From an optimization exercise on the open Yosys and OpenROAD flow, aimed at small area, a short achievable clock period and few clock cycles per item; shortcuts taken in it are not production practice.
Where RTL was checked, it was by simulation tests only, not by an equivalence proof against the original.
Power figures rest on the tool's default switching activity, not on a simulated workload.

==> flow/design.v (excerpt) <==
module classifierTop (
    input  wire                   i_clk100,
    input  wire                   i_rstN,
    input  wire cnnPkg::camBus_t  i_cam,
    input  wire                   i_start,
    input  wire                   i_cfgWr,
    input  wire [4-1:0] i_cfgAddr,
    input  wire [15:0]            i_cfgData,
    output logic                  o_busy,
    output logic                  o_done,
    output cnnPkg::score_t        o_score,
    output logic                  o_led
);
Size in the first run: ~540 flip-flops, ~69 I/O pins.
export LEC_CHECK = 0
export CAP_MARGIN = 20
export CORE_MARGIN = 2
export CORE_UTILIZATION = 40
export CTS_CLUSTER_DIAMETER = 100
export CTS_CLUSTER_SIZE = 24
export SLEW_MARGIN = 20
export SYNTH_HIERARCHICAL = 1
create_clock -name core_clock -period 10.0 [get_ports {i_clk100}]
standard.sh (not shown) runs the stock make flow with config.mk's settings and CLKGATE_MAP_FILE= SYNTH_SCRIPT=/design/flow/synth_recipe.tcl, a recipe that flattens the netlist after the stock synthesis.
==> flow/flow/run.sh <==
#!/bin/bash
set -euo pipefail
bash standard.sh SETUP_SLACK_MARGIN=6.7 "BUFFER_PORTS_ARGS=-buffer_cell sky130_fd_sc_hd__buf_2" finish > standard.log 2>&1
The starting point went through all stages and came out clean.
Next try:
--- a/flow/design.v
+++ b/flow/design.v
@@ -36,39 +36,40 @@
     output logic                  o_busy,
     output logic                  o_done,
     output cnnPkg::score_t        o_score,
     output logic                  o_led
 );
     logic [7:0]  kern [9];
     logic [7:0]  fcW  [4];
     logic [15:0] bias;
-    logic [13:0] cfgSet;
+    logic        cfgWrQ;
+    logic [3:0]  cfgAddrQ;
+    logic [15:0] cfgDataQ;
     always_ff @(posedge i_clk100 or negedge i_rstN) begin
-        if (!i_rstN)
-            cfgSet <= '0;
-        else if (i_cfgWr)
-            for (int r = 0; r < 14; r++)
-                if (i_cfgAddr == 4'(r)) cfgSet[r] <= 1'b1;
+        if (!i_rstN) cfgWrQ <= 1'b0;
+        else         cfgWrQ <= i_cfgWr;
     end
     always_ff @(posedge i_clk100) begin
-        if (i_cfgWr) begin
+        cfgAddrQ <= i_cfgAddr;
+        cfgDataQ <= i_cfgData;
+    end
+    always_ff @(posedge i_clk100 or negedge i_rstN) begin
+        if (!i_rstN) begin
+            for (int t = 0; t < 9; t++) kern[t] <= '0;
+            for (int w = 0; w < 4; w++) fcW[w] <= '0;
+            bias <= '0;
+        end else if (cfgWrQ) begin
             for (int t = 0; t < 9; t++)
-                if (i_cfgAddr == 4'(t)) kern[t] <= i_cfgData[7:0];
+                if (cfgAddrQ == 4'(t)) kern[t] <= cfgDataQ[7:0];
             for (int w = 0; w < 4; w++)
-                if (i_cfgAddr == 4'(9 + w)) fcW[w] <= i_cfgData[7:0];
-            if (i_cfgAddr == 4'd13) bias <= i_cfgData;
+                if (cfgAddrQ == 4'(9 + w)) fcW[w] <= cfgDataQ[7:0];
+            if (cfgAddrQ == 4'd13) bias <= cfgDataQ;
         end
     end
-    logic [7:0]  fcWv [4];      
-    logic [15:0] biasV;
-    always_comb begin
-        for (int w = 0; w < 4; w++) fcWv[w] = cfgSet[9 + w] ? fcW[w] : 8'd0;
-        biasV = cfgSet[13] ? bias : 16'd0;
-    end
     wire [7:0] camData = i_cam[7:0];
     wire       camVs   = i_cam[9];
     wire       camHref = i_cam[8];
     logic       busy;           
     logic       waitVs;         
     logic       inFrame;        
     logic       phase;          
     logic [6:0] sIdx;           
@@ -164,17 +165,17 @@
         if (!i_rstN) begin
             mValid <= 1'b0;
         end else if (shiftEv) begin
             mValid <= (sIdx >= 7'd9);
         end
     end
     always_ff @(posedge i_clk100) begin
         if (shiftEv) begin
-            mUse <= ~padW & cfgSet[8:0];
+            mUse <= ~padW;
         end
     end
     wire [3:0] nib0 = lb[18][3:0];
     wire [3:0] nib1 = lb[17][3:0];
     wire [3:0] nib2 = lb[16][3:0];
     wire [3:0] nib3 = lb[10][3:0];
     wire [3:0] nib4 = lb[9][3:0];
     wire [3:0] nib5 = lb[8][3:0];
@@ -1029,19 +1030,19 @@
     end
     logic [2:0]  fcSt;          
     logic [1:0]  featQ;
     logic        fcLast, scInit, scFirst;
     logic        s1, s2, neg;   
     logic [21:0] fv;            
     wire  [26:0] scRow;
     logic signed [26:0] score;
-    wire  [7:0]  wQ   = fcWv[featQ];
+    wire  [7:0]  wQ   = fcW[featQ];
     wire  [1:0]  qD   = {tCBottom, tCRight};
-    wire  [7:0]  wD   = fcWv[{tCBottom, tCRight}];
+    wire  [7:0]  wD   = fcW[qD];
     function automatic logic [2:0] booth(input logic [2:0] b);
         booth[0] = b[1] ^ b[0];                                         
         booth[1] = (b[2] & !b[1] & !b[0]) | (!b[2] & b[1] & b[0]);      
         booth[2] = b[2] & !(b[1] & b[0]);                               
     endfunction
     logic [2:0] bD, bNext;
     assign bD = booth({wD[1:0], 1'b0});
     always_comb begin
@@ -1101,17 +1102,17 @@
             {neg, s2, s1} <= bD;
             fv      <= {6'd0, accNext[19:4]};
         end else begin
             scFirst <= 1'b0;
             {neg, s2, s1} <= bNext;
             if (fcSt != 3'd0) fv <= {fv[19:0], 2'b00};
         end
     end
-    wire [26:0] scBase = scFirst ? 27'($signed(biasV)) : score;
+    wire [26:0] scBase = scFirst ? 27'($signed(bias)) : score;
     wire [26:0] scSum;
     wire as_g0_0, as_p0_0, as_g0_1, as_p0_1, as_g0_2, as_p0_2, as_g0_3, as_p0_3;
     wire as_g0_4, as_p0_4, as_g0_5, as_p0_5, as_g0_6, as_p0_6, as_g0_7, as_p0_7;
     wire as_g0_8, as_p0_8, as_g0_9, as_p0_9, as_g0_10, as_p0_10, as_g0_11, as_p0_11;
     wire as_g0_12, as_p0_12, as_g0_13, as_p0_13, as_g0_14, as_p0_14, as_g0_15, as_p0_15;
     wire as_g0_16, as_p0_16, as_g0_17, as_p0_17, as_g0_18, as_p0_18, as_g0_19, as_p0_19;
     wire as_g0_20, as_p0_20, as_g0_21, as_p0_21, as_g0_22, as_p0_22, as_g0_23, as_p0_23;
     wire as_g0_24, as_p0_24, as_g0_25, as_p0_25, as_g0_26, as_p0_26, as_g1_1, as_p1_1;
Result:
- The new run passed the timing, design-rule and antenna checks
- clock power barely changes
- hold slack gains 0.012 ns
- worst setup slack gets better by 0.037 ns
- global-route usage goes up by 0.52 points
- die area climbs by 2.2%
- register-to-register slack hardly moves
Testbench counts after the change, summed over its fixed seeds: cycles 38,907, tiles 192.
No functional check of the RTL was part of the first run of this note.

-- port drivers added, routing unchanged --
In the flow no input, the clock included, has a driving cell. The finished layouts below were timed again as built, in two steps.
Step 1, drivers: a clkbuf_16 drives i_clk100 and a buf_2 each remaining input, both assumed.
Step 2 times the ports against the registers' clock, not the clock port: input delays grow and output delays shrink by t, the midpoint of the rising clock arrivals with the driver on.
a / b / c = ideal ports / drivers / drivers and shift; a / b = the first two.
run | shift t [ns] | slack for setup (ns) | worst hold slack (ns) | worst data-port slew with drivers (ns)
the first run | 0.674 | 6.734 / 6.751 / 6.100 | 0.322 / 0.322 / 0.322 | 0.07
the second run | 0.667 | 6.771 / 6.733 / 6.250 | 0.334 / 0.334 / 0.334 | 0.05
After both steps every run listed still meets setup and hold. The setup slack of the first run, which loses most, moves by +0.017 ns with the drivers and by -0.634 ns with both steps.
